Source: an optimization exercise on an open RTL-to-GDS flow (aim: small area, a short achievable clock period and few clock cycles). Production flows keep margins and buffers that such runs may drop.
In this exercise RTL edits were held to simulation tests only and were not proved equivalent to the original.
No activity file was given, so power comes from the tool's default toggle rates.

**flow/config.mk**
```make
export PLATFORM = sky130hd
export DESIGN_NAME = block_cache_lru_range_read_top
export DESIGN_NICKNAME = block_cache_lru_range_read_top
export VERILOG_FILES = /design/flow/design.v
export SDC_FILE = /design/flow/constraint.sdc
export NUM_CORES = 4
export LEC_CHECK = 0
export CAP_MARGIN = 20
export CORE_MARGIN = 2
export CORE_UTILIZATION = 40
export SLEW_MARGIN = 20
```
**flow/constraint.sdc**
```tcl
create_clock -name core_clock -period 10.0 [get_ports {clk}]
set_input_delay 2.0000 -clock core_clock [delete_from_list [all_inputs] [get_ports {clk}]]
set_output_delay 2.0000 -clock core_clock [all_outputs]
set_load 0.01 [all_outputs]
```
**flow/design.v**
```verilog
package blcr_pkg;
  localparam int POS_W   = 32;
  localparam int BYTE_W  = 8;
  localparam int LEN_W   = 5;
  localparam int MAX_OUT = 16;
endpackage
module blcr_cmp (
  input  logic [31:0] pos,
  input  logic [27:0] pos_hi_m1,
  input  logic        pos_hi_nz,
  input  logic [3:0]  lim,
  input  logic [31:0] tag,
  output logic        covered
);
  logic       hi_eq, hi_p1;
  logic [4:0] e;
  assign hi_eq = (pos[31:4] == tag[31:4]);
  assign hi_p1 = (pos_hi_m1 == tag[31:4]) && pos_hi_nz;
  assign e     = {1'b0, pos[3:0]} - {1'b0, tag[3:0]};
  assign covered = (e[4] ? hi_p1 : hi_eq) && (e[3:0] <= lim);
endmodule
module block_cache_lru_range_read_top (
  input  logic                        clk,
  input  logic                        rst_n,
  input  logic                        start,
  output logic                        busy,
  input  logic                        in_func,
  input  logic [blcr_pkg::POS_W-1:0]  in_position,
  input  logic [blcr_pkg::BYTE_W-1:0] in_push_byte,
  input  logic                        in_push_last,
  input  logic [blcr_pkg::LEN_W-1:0]  in_read_length,
  output logic                        out_valid,
  output logic                        out_hit,
  output logic [blcr_pkg::BYTE_W-1:0] out_data_byte,
  output logic                        out_last
);
  localparam int SLOTS  = 16;
  localparam int READ_Q = 7;
  logic [31:0]  tag   [SLOTS];
  logic [127:0] data  [SLOTS];
  logic [SLOTS-1:0] valid;
  logic [3:0]   lru   [SLOTS];    
  logic [127:0] stage;
  logic [31:0]  stage_start;
  logic [4:0]   stage_cnt;        
  logic        c_v, c_func, c_last;
  logic [31:0] c_pos;
  logic [7:0]  c_byte;
  logic [4:0]  c_len;
  logic        busy_r;
  logic        take;
  assign take = start && !busy_r;
  always_ff @(posedge clk) begin
    c_v    <= rst_n && take;
    c_func <= in_func;
    c_last <= in_push_last;
    c_pos  <= in_position;
    c_byte <= in_push_byte;
    c_len  <= in_read_length;
  end
  logic        s2_rd, s2_commit;
  logic [SLOTS-1:0] s2_hit;
  logic [3:0]  s2_plo;
  logic [4:0]  s2_len;
  logic [27:0] pos_hi_m1;
  logic        pos_hi_nz;
  logic [3:0]  lim;
  logic        len_ok;
  logic [SLOTS-1:0] cov;
  logic        cov_new;
  logic [3:0]  victim;
  logic [SLOTS-1:0] vdec;
  logic [SLOTS-1:0] hit1;
  assign pos_hi_m1 = c_pos[31:4] - 28'd1;
  assign pos_hi_nz = |c_pos[31:4];
  assign lim       = 4'(5'd16 - c_len);
  assign len_ok    = (c_len != 5'd0) && (c_len <= 5'd16);
  assign victim    = lru[SLOTS-1];
  for (genvar i = 0; i < SLOTS; i++) begin : g_cmp
    blcr_cmp u_cmp (
      .pos(c_pos), .pos_hi_m1(pos_hi_m1), .pos_hi_nz(pos_hi_nz), .lim(lim),
      .tag(tag[i]), .covered(cov[i])
    );
    assign vdec[i] = (victim == 4'(i));
  end
  blcr_cmp u_cmp_new (
    .pos(c_pos), .pos_hi_m1(pos_hi_m1), .pos_hi_nz(pos_hi_nz), .lim(lim),
    .tag(stage_start), .covered(cov_new)
  );
  always_comb begin
    for (int i = 0; i < SLOTS; i++)
      hit1[i] = (s2_commit && vdec[i]) ? cov_new : (cov[i] && valid[i]);
    hit1 = len_ok ? hit1 : '0;
  end
  logic push1;
  assign push1 = c_v && !c_func;
  always_ff @(posedge clk) begin
    if (!rst_n) begin
      s2_rd     <= 1'b0;
      s2_commit <= 1'b0;
      stage_cnt <= '0;
    end else begin
      s2_rd     <= c_v && c_func;
      s2_commit <= push1 && c_last && (stage_cnt == 5'd15);
      if (push1) begin
        if (c_last)                  stage_cnt <= '0;
        else if (stage_cnt != 5'd16) stage_cnt <= stage_cnt + 5'd1;
      end
    end
  end
  always_ff @(posedge clk) begin
    s2_hit <= hit1;
    s2_plo <= c_pos[3:0];
    s2_len <= c_len;
    if (push1 && stage_cnt == 5'd0) stage_start <= c_pos;
  end
  for (genvar k = 0; k < 16; k++) begin : g_stage
    always_ff @(posedge clk)
      if (push1 && stage_cnt == 5'(k)) stage[8*k +: 8] <= c_byte;
  end
  logic [SLOTS-1:0] sel;
  logic             hit2;
  logic [3:0]       r;
  logic [3:0]       tlo;
  logic [3:0]       off2;
  logic [3:0]       u;
  logic             upd;
  logic [SLOTS-1:0] match;
  assign sel  = s2_hit & (~s2_hit + 16'd1);
  assign hit2 = |s2_hit;
  always_comb begin
    r   = '0;
    tlo = '0;
    for (int i = 0; i < SLOTS; i++) begin
      r   = r   | (sel[i] ? 4'(i) : 4'd0);
      tlo = tlo | (sel[i] ? tag[i][3:0] : 4'd0);
    end
  end
  assign off2 = s2_plo - tlo;
  assign upd = s2_commit || (s2_rd && hit2);
  assign u   = s2_commit ? victim : r;
  for (genvar k = 0; k < SLOTS; k++) begin : g_match
    assign match[k] = (lru[k] == u);
  end
  always_ff @(posedge clk) begin
    if (!rst_n) begin
      for (int k = 0; k < SLOTS; k++) lru[k] <= 4'(SLOTS - 1 - k);
      valid <= '0;
    end else if (upd) begin
      logic seen;
      seen = 1'b0;
      lru[0] <= u;
      for (int k = 1; k < SLOTS; k++) begin
        seen = seen | match[k-1];
        if (!seen) lru[k] <= lru[k-1];
      end
      if (s2_commit) valid[victim] <= 1'b1;
    end
  end
  for (genvar i = 0; i < SLOTS; i++) begin : g_slot
    always_ff @(posedge clk) begin
      if (s2_commit && vdec[i]) begin
        tag[i]  <= stage_start;
        data[i] <= stage;
      end
    end
  end
  logic [READ_Q-1:0] qv;
  logic              qhit  [READ_Q];
  logic [3:0]        qslot [READ_Q];
  logic [3:0]        qptr  [READ_Q];
  logic [4:0]        qrem  [READ_Q];
  logic              pop;
  logic              enq;
  logic [2:0]        occ;    
  assign pop = qv[0] && (!qhit[0] || qrem[0] == 5'd1);
  assign enq = s2_rd;
  always_ff @(posedge clk) begin
    if (!rst_n) begin
      qv <= '0;
    end else begin
      for (int i = 0; i < READ_Q; i++) begin
        logic       src_v;
        logic       below;    
        src_v = pop ? ((i + 1 < READ_Q) ? qv[(i + 1) % READ_Q] : 1'b0) : qv[i];
        below = (i == 0) ? 1'b1 : (pop ? qv[i] : qv[(i + READ_Q - 1) % READ_Q]);
        qv[i] <= src_v || (enq && !src_v && below);
      end
    end
  end
  always_ff @(posedge clk) begin
    for (int i = 0; i < READ_Q; i++) begin
      logic src_v;
      logic below;
      src_v = pop ? ((i + 1 < READ_Q) ? qv[(i + 1) % READ_Q] : 1'b0) : qv[i];
      below = (i == 0) ? 1'b1 : (pop ? qv[i] : qv[(i + READ_Q - 1) % READ_Q]);
      if (enq && !src_v && below) begin
        qhit[i]  <= hit2;
        qslot[i] <= r;
        qptr[i]  <= off2;
        qrem[i]  <= s2_len;
      end else if (pop && i + 1 < READ_Q) begin
        qhit[i]  <= qhit[(i + 1) % READ_Q];
        qslot[i] <= qslot[(i + 1) % READ_Q];
        qptr[i]  <= qptr[(i + 1) % READ_Q];
        qrem[i]  <= qrem[(i + 1) % READ_Q];
      end else if (i == 0 && qv[0]) begin
        qptr[0]  <= qptr[0] + 4'd1;
        qrem[0]  <= qrem[0] - 5'd1;
      end
    end
  end
  logic [2:0] occ_base;
  assign occ_base = occ - 3'(pop);
  always_ff @(posedge clk) begin
    if (!rst_n) begin
      occ    <= '0;
      busy_r <= 1'b0;
    end else if (take && in_func) begin
      occ    <= occ_base + 3'd1;
      busy_r <= (occ_base >= 3'(READ_Q - 1));
    end else begin
      occ    <= occ_base;
      busy_r <= (occ_base >= 3'(READ_Q));
    end
  end
  logic [127:0] hblk;
  logic [7:0]   hbyte;
  logic         ov_r, oh_r, ol_r;
  logic [7:0]   od_r;
  assign hblk  = data[qslot[0]];
  assign hbyte = hblk[8*qptr[0] +: 8];
  always_ff @(posedge clk) begin
    if (!rst_n) ov_r <= 1'b0;
    else        ov_r <= qv[0];
    oh_r <= qhit[0];
    ol_r <= !qhit[0] || qrem[0] == 5'd1;
    od_r <= qhit[0] ? hbyte : 8'd0;
  end
  assign busy          = busy_r;
  assign out_valid     = ov_r;
  assign out_hit       = oh_r;
  assign out_last      = ol_r;
  assign out_data_byte = od_r;
endmodule
```
**flow/run.sh**
```bash
#!/bin/bash
# synth_recipe.tcl (not shown) runs the flow's synth.tcl, then flattens the netlist and writes it again
# the make line also repeats each setting of config.mk as NAME=value (left out here)
make -C /OpenROAD-flow-scripts/flow DESIGN_CONFIG=/design/flow/config.mk WORK_HOME=/design/flow/orfs CLKGATE_MAP_FILE= SYNTH_SCRIPT=/design/flow/synth_recipe.tcl finish
```
==> flow_summary.yaml <==
synthesis:
  seq_area_frac_synth_pct: 72.5
  ys_ff_latch: 3000
  yosysWarnings: 15
  synth_compound_area_share_pct: 9.87
  synthSimpleGateAreaFrac_pct: 5.66
  synth_top_family_by_area: "compound AO/OA/AOI/OAI gates"
  yosysUniqueCellTypes: 81
  ys.flop_type: "edfxtp_1"
  synth_fa_ha_area_share_pct: 1.94
  async_flop_share_pct: 0
  synth-xor-area-share_pct: 7.26
  synth_area_um2: 122000
  synthCells: 7795
  syn_nets: 8023
  synth_edf_count: 2818
  muxShareOfSynthArea_pct: 1.04
  syn_area_per_cell_um2: 15.6
clock_network:
  clkTransAtPathRegs_ns: 0.06
  cts_tree: "yes"
  holdBufCountCts: 0
  cts_setup_buffers: 0
  cts_inserted_buffers: 310
  root_buffer: "clkbuf_16"
  cts_buffer_depth: 4
  cts-resized-gates: 0
  clk_latency_ns: 0.90
  cts-htree-levels: 5
  cts_sinks: 3000
routing:
  dr.pass1.iters: 6
  drtAntennaViolNets: 0
  vias: 74201
  drt-initial-drc-count: 10111
  wirelength_um: 398000
  detail_route.wl_per_cell_um: 32.6
  post-route-drc-count: 0
  avgViaCountPerCell: 6.08
power:
  peakVddDrop_mv: 0.151
  p_total_mw: 25.9
  power_density_nw_per_um2: 188
  leakage_nw: 44.0
critical_path:
  cp_cell_sequence: "buf_4 > or4_1 > nor3_2 > buf_4 > nand2_1 > or3_1 > xor2_2 > xnor2_1 > nor4_1 > nand4_1 > a2111oi_0 > a21o_1"
  cp_max_fo: 15
  worstPathArrival_ns: 6.46
  path_common_cell: "buf_4"
  crit_slowest_cell: "xor2_2"
  crit_family: "simple AND/OR/NAND/NOR gates"
  crit_path_start_kind: "flip-flop"
  end_kind: "flip-flop"
  slowest_delay_ns: 0.93
  required_ns: 10.79
  path_buf_inv: 2
  criticalPathCategory: "flip-flop to flip-flop"
timing:
  worst_slew_pin_slew_ns: 1.31
  rsz0062_at_grt: "false"
  max_slew_margin_pct: 11.7
  finalCritPeriodShare_pct: 56.7
  fin_skew_ns: 0.0762
  fin_crit_ns: 5.67
  setup_viol: 0
  finalHoldViolCount: 0
  setup_tns_ns: 0
  fmaxAchievable_mhz: 176
  slew_viol_final: 0
global_routing:
  first_global_vias: 73383
  antenna_found_initial: 8
  grt_pass1_wl_um: 555000
  grt_remaining_overflow: 0
  groute.usage.overall_pct: 25.2
  grt_start_max_net_pins: 119
run:
  maxCapViolCount: 0
final_layout:
  design_area_um2: 138000
  area_delta_synth_final_pct: 13.5
  final_net_count: 8202
  final_util_pct: 45.6
  drive_above_1_share_pct: 10.2
  fin_cells: 12199
floorplanning:
  die-area_um2: 309000
  dieWidth_um: 556
  pin_count: 62
  die_h_um: 556
  coreArea_um2: 303000
  num_rows: 202
  start_util_pct: 40.2
placement:
  gp_congestion: 0.981
  dpl.hpwl_um: 219000
  dpl_cell_area_um2: 128000
  dp_cells: 11639
  portBuffers: 61
min_path:
  hold_class: "flip-flop to flip-flop"
run_status:
  status: "timing/DRC/antenna clean"
[worst register-to-register path: stages, from the launching register on]
cell	delay, ns
dfxtp_1	0.52
buf_4	0.32
or4_1	0.63
nor3_2	0.69
buf_4	0.41
nand2_1	0.26
or3_1	0.74
xor2_2	0.94
xnor2_1	0.14
nor4_1	0.21
nand4_1	0.14
a2111oi_0	0.48
a21o_1	0.13
[per-stage QoR]
| step | hold WS [ns] | worst slack, ns |
|---|---|---|
| final | 0.375 | 4.33 |
| after global routing | 0.378 | 4.12 |
| after CTS | 0.372 | 4.41 |
| after detailed placement | 0.363 | 4.44 |
| after global placement | 0.359 | 3.94 |
| after floorplan | 0.346 | 1.17 |
[sequential cells by signal, summed over array words and instances, names as in the netlist, 3 cells and up]
name	flops
stage	128
c_pos	32
qptr	28
c_byte	8
valid	16
s2_len	5
qhit	7
od_r	8
qrem	35
qslot	28
s2_hit	16
stage_cnt	5
data	2048
stage_start	32
s2_plo	4
tag	512
c_len	5
lru	64
qv	7
occ	3
[layout by cell type, fill, tap and decap left out, types with 60 or more instances in the layout]
| master | netlist | routed |
|---|---|---|
| edfxtp_1 | 2818 | 2818 |
| xnor2_1 | 598 | 597 |
| a22oi_1 | 458 | 458 |
| xor2_1 | 411 | 408 |
| clkbuf_16 | 0 | 318 |
| nand2_1 | 265 | 264 |
| nand3_1 | 249 | 249 |
| buf_4 | 2 | 221 |
| a21oi_1 | 217 | 217 |
| a221oi_1 | 209 | 209 |
| a22o_1 | 206 | 206 |
| dfxtp_1 | 182 | 176 |
| o21ai_0 | 174 | 172 |
| nor2_1 | 186 | 160 |
| ha_1 | 160 | 160 |
| nand4_1 | 151 | 151 |
| inv_1 | 113 | 112 |
| nor4_1 | 100 | 96 |
| nor3_1 | 95 | 82 |
| clkbuf_1 | 332 | 81 |
| o221ai_1 | 69 | 69 |
| mux2i_1 | 63 | 63 |
| clkdlybuf4s50_1 | 0 | 60 |
[kinds of logic (layout without fill, tap and decap cells)]
family	Yosys count	in the layout
compound gates	1634	1634
xor+xnor	1009	1009
fa+ha+maj	178	178
buf+inv	556	977
flops	3000	3000
mux	120	120
other cells	0	5
simple gates	1298	1298
[path summary, 6_finish.rpt]
check / startpoint / endpoint / slack (ns) / cells past startpoint
setup / recovery: c_pos[9] / s2_hit[12] / 4.33 / 12
hold / removal: c_pos[0] / s2_plo[0] / 0.38 / 0
setup reg to reg: c_pos[9] / s2_hit[12] / 4.33 / 12
hold reg to reg: c_pos[0] / s2_plo[0] / 0.38 / 0
[power breakdown]
part           internal (mW)  leakage, nW  switching (mW)
clock                   6.49         4.80            4.87
sequential              13.6         26.8          0.0453
combinational          0.319         12.4           0.618
[routing by layer]
layer  track usage [%]  part of all wire, %  vias up
met1              33.7                   39    38307
met3              3.55                  8.7      752
met2              40.8                   47     4057
met4              11.1                  4.9        4
li1                  -                    -    31081
met5                 0               0.0075        -
[synth_stat cells (all sizes together), types with 69 or more instances]
cell       n  area [µm²]
edfxtp  2818       84600
xnor2    598        5240
a22oi    458        3440
xor2     411        3600
clkbuf   332        1250
nand2    265         995
nand3    249        1250
a21oi    217        1090
a221oi   209        1830
a22o     206        1800
nor2     186         698
dfxtp    182        3640
o21ai    174         871
ha       160        2000
nand4    151         945
inv      113         424
buf      111         465
nor4     104         693
nor3      97         502
o221ai    69         604
[area by class of cell]
type,instances,area [µm²]
well taps,3978,4980
clock inverters,136,1280
fillers,25995,165000
repair buffers,310,2820
clock buffers,418,8520
inverters,113,424
flip-flops and latches,3000,88300
diodes,5,12.5
multi-input cells,4239,31900
Testbench counts, summed over its fixed seeds: cycles 7,258.

-- re-timing with driven ports --
The results above use ideal ports. As a check the final layout listed here was re-extracted and re-timed, cells and wires unchanged.
Step 1, drivers: a clkbuf_16 drives clk and a buf_2 each remaining input, both assumed.
Step 2 also shifts input and output timing later by t, the mid clock arrival at the registers, as if the neighbouring blocks saw the same clock.
a / b / c = no drivers / after step 1 / after step 2; a / b = the first two.
t, ns: 0.957
setup WS [ns]: 4.328 / 4.328 / 4.328
clock arrival spread, ns: 0.083 / 0.083
After both steps this run still meets setup and hold. For this run, drivers alone change the setup slack by 0.000 ns; drivers and shift together by 0.000 ns.
